What follows belongs to an exercise in optimizing a design on an open flow for small area, a short achievable clock period and few clock cycles per item; a production flow would make more cautious choices. Function was checked by simulation only, so behaviour that the tests miss may differ from the original.

==> run C <==
// tilt_orientation_qualifier_core
module tilt_orientation_qualifier_core
(
    input  logic                   clk,
    input  logic                   rst_n,
    input  logic                   s_tvalid,
    output logic                   s_tready,
    input  logic [IN_TDATA_W-1:0]  s_tdata,    
    input  logic                   s_tuser,    
    output logic                   m_tvalid,
    input  logic                   m_tready,
    output logic [OUT_TDATA_W-1:0] m_tdata,    
    output logic                   m_tuser,    
    input  logic                   psel,
    input  logic                   penable,
    input  logic                   pwrite,
    input  logic [3:0]             paddr,
    input  logic [31:0]            pwdata,
    output logic [31:0]            prdata,
    output logic                   pready
);
    localparam int QD = 4;    
    tlt_pkg::tlt_cfg_t cfg_reg;
    logic [15:0]       rd_reg;
    logic                    v0_reg;
    logic [TIME_W-1:0]       now0_reg;
    logic                    ok0_reg;
    logic [SAMPLE_WIDTH-2:0] pu0_reg;
    logic                    ps0_reg;
    logic [SAMPLE_WIDTH-2:0] qu0_reg;
    logic                    qs0_reg;
    logic                    sx0_reg;
    logic                    sy0_reg;
    logic                    ybig0_reg;
    logic                    zero0_reg;
    logic                    v1_reg;
    logic [TIME_W-1:0]       now1_reg;
    logic                    ok1_reg;
    tlt_pkg::tlt_class_t     cls1_reg;
    logic [QD-1:0]           qv_reg;
    logic [3*QD-1:0]         qd_reg;    
    logic [QD:0]             qv_up;
    logic [3*QD+2:0]         qd_up;
    logic [QD-1:0]           qv_sh;
    logic [3*QD-1:0]         qd_sh;
    logic [QD-1:0]           q_put;
    logic [2:0]              cnt_reg;
    logic                    rdy_reg;
    logic                    accept;
    logic                    pop;
    logic                    cfg_wr;
    logic [SAMPLE_WIDTH-2:0] pu;
    logic                    ps;
    logic [SAMPLE_WIDTH-2:0] qu;
    logic                    qs;
    logic                    sx;
    logic                    sy;
  ...
Settings: LEC_CHECK=0, CAP_MARGIN=20, CORE_MARGIN=2, CORE_UTILIZATION=40, SLEW_MARGIN=20; clock period 10.5 ns.
run.sh (not shown) runs the stock make flow with config.mk's settings and CLKGATE_MAP_FILE= SYNTH_SCRIPT=/design/flow/synth_recipe.tcl, a recipe that flattens the netlist after the stock synthesis.
==> run E: changes against run C <==
--- a/flow/design.v
+++ b/flow/design.v
@@ -3,10 +3,12 @@
     localparam int TIME_W       = 32;
     localparam int PROD_W       = SAMPLE_WIDTH + 10;
     localparam int IN_TDATA_W   = ((TIME_W + 2 * SAMPLE_WIDTH + 7) / 8) * 8;
     localparam int IN_PAD_W     = IN_TDATA_W - TIME_W - 2 * SAMPLE_WIDTH;
     localparam int OUT_TDATA_W  = 8;
+    localparam int MT_W         = 27;
+    localparam int MT_NG        = (MT_W - 1 + 3) / 4;
     localparam logic [1:0] REG_TILT_THRESHOLD = 2'd0;
     localparam logic [1:0] REG_AXIS_MARGIN    = 2'd1;
     localparam logic [1:0] REG_POLL_INTERVAL  = 2'd2;
     localparam logic [1:0] REG_STABLE_TIME    = 2'd3;
     localparam logic [14:0] TILT_THRESHOLD_RST = 15'd4096;
@@ -78,26 +80,29 @@
     output logic [W-1:0] k
 );
     assign s = a ^ b ^ c;
     assign k = {((a[W-2:0] & b[W-2:0]) | (a[W-2:0] & c[W-2:0]) | (b[W-2:0] & c[W-2:0])), 1'b0};
 endmodule
-module tlt_margin_test
+module tlt_margin_tree
 (
-    input  logic [14:0] pu,
-    input  logic        ps,
-    input  logic [14:0] qu,
-    input  logic        qs,
-    input  logic [9:0]  m,
-    output logic        flag
+    input  logic [14:0]       pu,
+    input  logic              ps,
+    input  logic [14:0]       qu,
+    input  logic              qs,
+    input  logic [9:0]        m,
+    output logic [MT_NG-1:0]  grp_g,
+    output logic [MT_NG-1:0]  grp_p,
+    output logic              top_x
 );
-    localparam int W = 27;
+    localparam int W = MT_W;
     logic [W-1:0] r [13];
     logic [W-1:0] a0, a1, a2, a3, a4, a5, a6, a7;
     logic [W-1:0] b0, b1, b2, b3, b4, b5;
     logic [W-1:0] e0, e1, e2, e3;
     logic [W-1:0] g0, g1, h0, h1;
-    logic         c_top;
+    logic [4*MT_NG-1:0] bg;
+    logic [4*MT_NG-1:0] bp;
     always_comb
     begin
         for (int i = 0; i < 10; i++)
             r[i] = W'({15{m[i]}} & pu) << i;
         r[10] = ps ? W'(m) : '0;
@@ -113,12 +118,31 @@
     tlt_csa #(W) c6 (a6, a7, r[12], b4, b5);
     tlt_csa #(W) c7 (b0, b1, b2, e0, e1);
     tlt_csa #(W) c8 (b3, b4, b5, e2, e3);
     tlt_csa #(W) c9 (e0, e1, e2, g0, g1);
     tlt_csa #(W) c10 (g0, g1, e3, h0, h1);
-    tlt_carry #(W-1) u_top (.a(h0[W-2:0]), .b(h1[W-2:0]), .ci(1'b0), .co(c_top));
-    assign flag = h0[W-1] ^ h1[W-1] ^ c_top;
+    assign bg = {h0[W-2:0] & h1[W-2:0], {(4*MT_NG-W+1){1'b0}}};
+    assign bp = {h0[W-2:0] | h1[W-2:0], {(4*MT_NG-W+1){1'b0}}};
+    for (genvar j = 0; j < MT_NG; j++)
+    begin : g_grp
+        assign grp_g[j] = bg[4*j+3] | (bp[4*j+3] & bg[4*j+2])
+                        | (bp[4*j+3] & bp[4*j+2] & bg[4*j+1])
+                        | (bp[4*j+3] & bp[4*j+2] & bp[4*j+1] & bg[4*j]);
+        assign grp_p[j] = &bp[4*j +: 4];
+    end
+    assign top_x = h0[W-1] ^ h1[W-1];
+endmodule
+module tlt_margin_sign
+(
+    input  logic [MT_NG-1:0] grp_g,
+    input  logic [MT_NG-1:0] grp_p,
+    input  logic             top_x,
+    output logic             flag
+);
+    logic c_top;
+    tlt_carry #(MT_NG) u_top (.a(grp_g), .b(grp_g | grp_p), .ci(1'b0), .co(c_top));
+    assign flag = top_x ^ c_top;
 endmodule
 module tlt_classify_prep
 (
     input  logic signed [SAMPLE_WIDTH-1:0] accel_x,
     input  logic signed [SAMPLE_WIDTH-1:0] accel_y,
@@ -156,37 +180,46 @@
     input  logic                    sx,
     input  logic                    sy,
     input  logic                    y_big,
     input  logic                    both_zero,
     input  tlt_pkg::tlt_cfg_t       cfg,
-    output tlt_pkg::tlt_class_t     cls
+    output logic [MT_NG-1:0]        grp_g,
+    output logic [MT_NG-1:0]        grp_p,
+    output logic                    top_x,
+    output tlt_pkg::tlt_class_t     cls0,      
+    output tlt_pkg::tlt_class_t     cls1       
 );
     logic                    big_m;
-    logic                    flag;
     logic [SAMPLE_WIDTH-2:0] lu;
     logic                    ls;
     logic [SAMPLE_WIDTH-1:0] lv;
     logic                    not_below;
-    logic                    is_y;
+    logic [1:0]              quad_x;
+    logic [1:0]              quad_y;
     assign big_m = |cfg.axis_margin_q8[9:8];
-    tlt_margin_test u_mt (
-        .pu   (pu),
-        .ps   (ps),
-        .qu   (qu),
-        .qs   (qs),
-        .m    (cfg.axis_margin_q8),
-        .flag (flag)
+    tlt_margin_tree u_mt (
+        .pu    (pu),
+        .ps    (ps),
+        .qu    (qu),
+        .qs    (qs),
+        .m     (cfg.axis_margin_q8),
+        .grp_g (grp_g),
+        .grp_p (grp_p),
+        .top_x (top_x)
     );
     assign lu = big_m ? qu : pu;
     assign ls = big_m ? qs : ps;
     tlt_inc #(SAMPLE_WIDTH-1) u_inc (.a(lu), .ci(ls), .y(lv));
     tlt_carry #(SAMPLE_WIDTH) u_thr (.a(lv), .b(~{1'b0, cfg.tilt_level}), .ci(1'b1), .co(not_below));
-    assign is_y = big_m ? y_big : (y_big || flag);
+    assign quad_y = sy ? 2'd1 : 2'd3;
+    assign quad_x = sx ? 2'd2 : 2'd0;
     always_comb
     begin
-        cls.ambiguous = !not_below || (big_m ? !flag : both_zero);
-        cls.quadrant  = is_y ? (sy ? 2'd1 : 2'd3) : (sx ? 2'd2 : 2'd0);
+        cls0.ambiguous = !not_below || big_m || both_zero;
+        cls0.quadrant  = y_big ? quad_y : quad_x;
+        cls1.ambiguous = !not_below || (!big_m && both_zero);
+        cls1.quadrant  = (y_big || !big_m) ? quad_y : quad_x;
     end
 endmodule
 import tlt_pkg::*;
 module tlt_since
 (
@@ -339,11 +372,15 @@
     logic                    ybig0_reg;
     logic                    zero0_reg;
     logic                    v1_reg;
     logic [TIME_W-1:0]       now1_reg;
     logic                    ok1_reg;
-    tlt_pkg::tlt_class_t     cls1_reg;
+    logic [MT_NG-1:0]        grp_g1_reg;
+    logic [MT_NG-1:0]        grp_p1_reg;
+    logic                    top_x1_reg;
+    tlt_pkg::tlt_class_t     cls0_1_reg;
+    tlt_pkg::tlt_class_t     cls1_1_reg;
     logic [QD-1:0]           qv_reg;
     logic [3*QD-1:0]         qd_reg;    
     logic [QD:0]             qv_up;
     logic [3*QD+2:0]         qd_up;
     logic [QD-1:0]           qv_sh;
@@ -360,10 +397,16 @@
     logic                    qs;
     logic                    sx;
     logic                    sy;
     logic                    y_big;
     logic                    both_zero;
+    logic [MT_NG-1:0]        grp_g;
+    logic [MT_NG-1:0]        grp_p;
+    logic                    top_x;
+    tlt_pkg::tlt_class_t     cls0;
+    tlt_pkg::tlt_class_t     cls1;
+    logic                    flag;
     tlt_pkg::tlt_class_t     cls;
     tlt_pkg::tlt_result_t    res;
     logic [2:0]              cnt_next;
     assign pready = 1'b1;
     assign cfg_wr = psel && penable && pwrite;
@@ -445,25 +488,40 @@
         .sx        (sx0_reg),
         .sy        (sy0_reg),
         .y_big     (ybig0_reg),
         .both_zero (zero0_reg),
         .cfg       (cfg_reg),
-        .cls    (cls)
+        .grp_g     (grp_g),
+        .grp_p     (grp_p),
+        .top_x     (top_x),
+        .cls0      (cls0),
+        .cls1      (cls1)
     );
     always_ff @(posedge clk)
     begin
         now1_reg <= now0_reg;
         ok1_reg  <= ok0_reg;
-        cls1_reg <= cls;
-    end
+        grp_g1_reg <= grp_g;
+        grp_p1_reg <= grp_p;
+        top_x1_reg <= top_x;
+        cls0_1_reg <= cls0;
+        cls1_1_reg <= cls1;
+    end
+    tlt_margin_sign u_sign (
+        .grp_g (grp_g1_reg),
+        .grp_p (grp_p1_reg),
+        .top_x (top_x1_reg),
+        .flag  (flag)
+    );
+    assign cls = flag ? cls1_1_reg : cls0_1_reg;
     tlt_qualify u_qualify (
         .clk       (clk),
         .rst_n     (rst_n),
         .fire      (v1_reg),
         .now_ms    (now1_reg),
         .sample_ok (ok1_reg),
-        .cls       (cls1_reg),
+        .cls       (cls),
         .cfg       (cfg_reg),
         .res       (res)
     );
     assign pop = qv_reg[0] && m_tready;
     always_comb
==> flow/flow/run.sh (new file) <==
#!/bin/bash
# Standard layout, with timing repair aimed 7 ns below the clock period.
set -euo pipefail
bash standard.sh SETUP_SLACK_MARGIN=7 finish > standard_flow.log 2>&1
==> flow/standard.sh (new file) <==
#!/bin/bash
# synth_recipe.tcl (not shown) runs the flow's synth.tcl, then flattens the netlist and writes it again
# the make line also repeats each setting of config.mk as NAME=value (left out here)
make -C /OpenROAD-flow-scripts/flow DESIGN_CONFIG=/design/flow/config.mk WORK_HOME=/design/flow/orfs CLKGATE_MAP_FILE= SYNTH_SCRIPT=/design/flow/synth_recipe.tcl "${@:-finish}"
removed: flow/run.sh
==> run R: changes against run C <==
--- a/flow/design.v
+++ b/flow/design.v
@@ -3,10 +3,12 @@
     localparam int TIME_W       = 32;
     localparam int PROD_W       = SAMPLE_WIDTH + 10;
     localparam int IN_TDATA_W   = ((TIME_W + 2 * SAMPLE_WIDTH + 7) / 8) * 8;
     localparam int IN_PAD_W     = IN_TDATA_W - TIME_W - 2 * SAMPLE_WIDTH;
     localparam int OUT_TDATA_W  = 8;
+    localparam int MT_W         = 27;
+    localparam int MT_NG        = (MT_W - 1 + 3) / 4;
     localparam logic [1:0] REG_TILT_THRESHOLD = 2'd0;
     localparam logic [1:0] REG_AXIS_MARGIN    = 2'd1;
     localparam logic [1:0] REG_POLL_INTERVAL  = 2'd2;
     localparam logic [1:0] REG_STABLE_TIME    = 2'd3;
     localparam logic [14:0] TILT_THRESHOLD_RST = 15'd4096;
@@ -78,26 +80,29 @@
     output logic [W-1:0] k
 );
     assign s = a ^ b ^ c;
     assign k = {((a[W-2:0] & b[W-2:0]) | (a[W-2:0] & c[W-2:0]) | (b[W-2:0] & c[W-2:0])), 1'b0};
 endmodule
-module tlt_margin_test
+module tlt_margin_tree
 (
-    input  logic [14:0] pu,
-    input  logic        ps,
-    input  logic [14:0] qu,
-    input  logic        qs,
-    input  logic [9:0]  m,
-    output logic        flag
+    input  logic [14:0]       pu,
+    input  logic              ps,
+    input  logic [14:0]       qu,
+    input  logic              qs,
+    input  logic [9:0]        m,
+    output logic [MT_NG-1:0]  grp_g,
+    output logic [MT_NG-1:0]  grp_p,
+    output logic              top_x
 );
-    localparam int W = 27;
+    localparam int W = MT_W;
     logic [W-1:0] r [13];
     logic [W-1:0] a0, a1, a2, a3, a4, a5, a6, a7;
     logic [W-1:0] b0, b1, b2, b3, b4, b5;
     logic [W-1:0] e0, e1, e2, e3;
     logic [W-1:0] g0, g1, h0, h1;
-    logic         c_top;
+    logic [4*MT_NG-1:0] bg;
+    logic [4*MT_NG-1:0] bp;
     always_comb
     begin
         for (int i = 0; i < 10; i++)
             r[i] = W'({15{m[i]}} & pu) << i;
         r[10] = ps ? W'(m) : '0;
@@ -113,12 +118,31 @@
     tlt_csa #(W) c6 (a6, a7, r[12], b4, b5);
     tlt_csa #(W) c7 (b0, b1, b2, e0, e1);
     tlt_csa #(W) c8 (b3, b4, b5, e2, e3);
     tlt_csa #(W) c9 (e0, e1, e2, g0, g1);
     tlt_csa #(W) c10 (g0, g1, e3, h0, h1);
-    tlt_carry #(W-1) u_top (.a(h0[W-2:0]), .b(h1[W-2:0]), .ci(1'b0), .co(c_top));
-    assign flag = h0[W-1] ^ h1[W-1] ^ c_top;
+    assign bg = {h0[W-2:0] & h1[W-2:0], {(4*MT_NG-W+1){1'b0}}};
+    assign bp = {h0[W-2:0] | h1[W-2:0], {(4*MT_NG-W+1){1'b0}}};
+    for (genvar j = 0; j < MT_NG; j++)
+    begin : g_grp
+        assign grp_g[j] = bg[4*j+3] | (bp[4*j+3] & bg[4*j+2])
+                        | (bp[4*j+3] & bp[4*j+2] & bg[4*j+1])
+                        | (bp[4*j+3] & bp[4*j+2] & bp[4*j+1] & bg[4*j]);
+        assign grp_p[j] = &bp[4*j +: 4];
+    end
+    assign top_x = h0[W-1] ^ h1[W-1];
+endmodule
+module tlt_margin_sign
+(
+    input  logic [MT_NG-1:0] grp_g,
+    input  logic [MT_NG-1:0] grp_p,
+    input  logic             top_x,
+    output logic             flag
+);
+    logic c_top;
+    tlt_carry #(MT_NG) u_top (.a(grp_g), .b(grp_g | grp_p), .ci(1'b0), .co(c_top));
+    assign flag = top_x ^ c_top;
 endmodule
 module tlt_classify_prep
 (
     input  logic signed [SAMPLE_WIDTH-1:0] accel_x,
     input  logic signed [SAMPLE_WIDTH-1:0] accel_y,
@@ -156,37 +180,46 @@
     input  logic                    sx,
     input  logic                    sy,
     input  logic                    y_big,
     input  logic                    both_zero,
     input  tlt_pkg::tlt_cfg_t       cfg,
-    output tlt_pkg::tlt_class_t     cls
+    output logic [MT_NG-1:0]        grp_g,
+    output logic [MT_NG-1:0]        grp_p,
+    output logic                    top_x,
+    output tlt_pkg::tlt_class_t     cls0,      
+    output tlt_pkg::tlt_class_t     cls1       
 );
     logic                    big_m;
-    logic                    flag;
     logic [SAMPLE_WIDTH-2:0] lu;
     logic                    ls;
     logic [SAMPLE_WIDTH-1:0] lv;
     logic                    not_below;
-    logic                    is_y;
+    logic [1:0]              quad_x;
+    logic [1:0]              quad_y;
     assign big_m = |cfg.axis_margin_q8[9:8];
-    tlt_margin_test u_mt (
-        .pu   (pu),
-        .ps   (ps),
-        .qu   (qu),
-        .qs   (qs),
-        .m    (cfg.axis_margin_q8),
-        .flag (flag)
+    tlt_margin_tree u_mt (
+        .pu    (pu),
+        .ps    (ps),
+        .qu    (qu),
+        .qs    (qs),
+        .m     (cfg.axis_margin_q8),
+        .grp_g (grp_g),
+        .grp_p (grp_p),
+        .top_x (top_x)
     );
     assign lu = big_m ? qu : pu;
     assign ls = big_m ? qs : ps;
     tlt_inc #(SAMPLE_WIDTH-1) u_inc (.a(lu), .ci(ls), .y(lv));
     tlt_carry #(SAMPLE_WIDTH) u_thr (.a(lv), .b(~{1'b0, cfg.tilt_level}), .ci(1'b1), .co(not_below));
-    assign is_y = big_m ? y_big : (y_big || flag);
+    assign quad_y = sy ? 2'd1 : 2'd3;
+    assign quad_x = sx ? 2'd2 : 2'd0;
     always_comb
     begin
-        cls.ambiguous = !not_below || (big_m ? !flag : both_zero);
-        cls.quadrant  = is_y ? (sy ? 2'd1 : 2'd3) : (sx ? 2'd2 : 2'd0);
+        cls0.ambiguous = !not_below || big_m || both_zero;
+        cls0.quadrant  = y_big ? quad_y : quad_x;
+        cls1.ambiguous = !not_below || (!big_m && both_zero);
+        cls1.quadrant  = (y_big || !big_m) ? quad_y : quad_x;
     end
 endmodule
 import tlt_pkg::*;
 module tlt_since
 (
@@ -339,11 +372,15 @@
     logic                    ybig0_reg;
     logic                    zero0_reg;
     logic                    v1_reg;
     logic [TIME_W-1:0]       now1_reg;
     logic                    ok1_reg;
-    tlt_pkg::tlt_class_t     cls1_reg;
+    logic [MT_NG-1:0]        grp_g1_reg;
+    logic [MT_NG-1:0]        grp_p1_reg;
+    logic                    top_x1_reg;
+    tlt_pkg::tlt_class_t     cls0_1_reg;
+    tlt_pkg::tlt_class_t     cls1_1_reg;
     logic [QD-1:0]           qv_reg;
     logic [3*QD-1:0]         qd_reg;    
     logic [QD:0]             qv_up;
     logic [3*QD+2:0]         qd_up;
     logic [QD-1:0]           qv_sh;
@@ -360,10 +397,16 @@
     logic                    qs;
     logic                    sx;
     logic                    sy;
     logic                    y_big;
     logic                    both_zero;
+    logic [MT_NG-1:0]        grp_g;
+    logic [MT_NG-1:0]        grp_p;
+    logic                    top_x;
+    tlt_pkg::tlt_class_t     cls0;
+    tlt_pkg::tlt_class_t     cls1;
+    logic                    flag;
     tlt_pkg::tlt_class_t     cls;
     tlt_pkg::tlt_result_t    res;
     logic [2:0]              cnt_next;
     assign pready = 1'b1;
     assign cfg_wr = psel && penable && pwrite;
@@ -445,25 +488,40 @@
         .sx        (sx0_reg),
         .sy        (sy0_reg),
         .y_big     (ybig0_reg),
         .both_zero (zero0_reg),
         .cfg       (cfg_reg),
-        .cls    (cls)
+        .grp_g     (grp_g),
+        .grp_p     (grp_p),
+        .top_x     (top_x),
+        .cls0      (cls0),
+        .cls1      (cls1)
     );
     always_ff @(posedge clk)
     begin
         now1_reg <= now0_reg;
         ok1_reg  <= ok0_reg;
-        cls1_reg <= cls;
-    end
+        grp_g1_reg <= grp_g;
+        grp_p1_reg <= grp_p;
+        top_x1_reg <= top_x;
+        cls0_1_reg <= cls0;
+        cls1_1_reg <= cls1;
+    end
+    tlt_margin_sign u_sign (
+        .grp_g (grp_g1_reg),
+        .grp_p (grp_p1_reg),
+        .top_x (top_x1_reg),
+        .flag  (flag)
+    );
+    assign cls = flag ? cls1_1_reg : cls0_1_reg;
     tlt_qualify u_qualify (
         .clk       (clk),
         .rst_n     (rst_n),
         .fire      (v1_reg),
         .now_ms    (now1_reg),
         .sample_ok (ok1_reg),
-        .cls       (cls1_reg),
+        .cls       (cls),
         .cfg       (cfg_reg),
         .res       (res)
     );
     assign pop = qv_reg[0] && m_tready;
     always_comb
==> flow/flow/run.sh (new file) <==
#!/bin/bash
# Standard layout, with timing repair aimed 6 ns below the clock period.
set -euo pipefail
bash standard.sh SETUP_SLACK_MARGIN=6 finish > standard_flow.log 2>&1
==> flow/standard.sh (new file) <==
#!/bin/bash
# synth_recipe.tcl (not shown) runs the flow's synth.tcl, then flattens the netlist and writes it again
# the make line also repeats each setting of config.mk as NAME=value (left out here)
make -C /OpenROAD-flow-scripts/flow DESIGN_CONFIG=/design/flow/config.mk WORK_HOME=/design/flow/orfs CLKGATE_MAP_FILE= SYNTH_SCRIPT=/design/flow/synth_recipe.tcl "${@:-finish}"
removed: flow/run.sh
==> flow_summary_export.csv <==
group,metric,value,unit
run_status,status,"finished clean",
timing,min_period,5.77,ns
yosys,muxShareOfSynthArea,8.14,%
placement,dp.cells,2526,
critical_path,crit_start,"cfg_reg[32]",
global_route,grt.total_usage,18.9,%
route,dr.pass1.iters,5,
power_and_ir_drop,vdd_drop_max,0.373,mV
# the run above: run C

==> flow_summary_export.csv <==
group,metric,value,unit
power_and_ir_drop,top_power_group,"combinational cells",
global_route,grt.total_usage,18.6,%
timing,min_period,4.43,ns
floorplanning,core_area,47900,um2
yosys,muxShareOfSynthArea,9.46,%
power_and_ir_drop,vdd_drop_max,0.326,mV
power_and_ir_drop,combinationalPower,5040,uW
critical_path,crit_start,"cfg_reg[35]",
run_status,status,"finished clean",
# the run above: run R

==> flow_summary_export.csv <==
group,metric,value,unit
run_status,status,"finished clean",
route,vias,13400,
timing,worst_slack,6.28,ns
power_and_ir_drop,combPwrFrac,63.4,%
global_route,grt.total_usage,19.4,%
timing,setup_violations,0,
critical_path,crit_start,"cfg_reg[38]",
power_and_ir_drop,vdd_drop_max,0.366,mV
route,dr.pass1.iters,6,
timing,min_period,4.22,ns
# the run above: run E

Testbench counts of run C, summed over its fixed seeds: cycles 16,024, items 16,000.
Testbench counts of run E, summed over its fixed seeds: cycles 16,024, items 16,000.
Testbench counts of run R, summed over its fixed seeds: cycles 16,024, items 16,000.

-- re-timing with driven ports --
How much do the figures lean on ideal ports? The routed layouts below were timed once more, with nothing changed but the port constraints.
Step 1 assumes that a clkbuf_16 drives the clock port and a buf_2 every other input.
Step 2 times the ports against the registers' clock, not the clock port: input delays grow and output delays shrink by t, the midpoint of the rising clock arrivals with the driver on.
Three values: ideal ports, drivers, drivers and shift; two values: the first two.
run | t, ns | setup WS [ns] | worst hold slack (ns) | pins driven straight from the clock port
run C | 0.620 | 4.731 / 4.731 / 4.635 | 0.324 / 0.324 / 0.324 | 1
run E | 0.615 | 6.278 / 6.278 / 5.771 | 0.321 / 0.321 / 0.321 | 1
run R | 0.583 | 6.072 / 6.072 / 5.549 | 0.322 / 0.322 / 0.322 | 1
After both steps every run listed still meets setup and hold. The setup slack of run R, which loses most, moves by 0.000 ns with the drivers and by -0.523 ns with both steps.
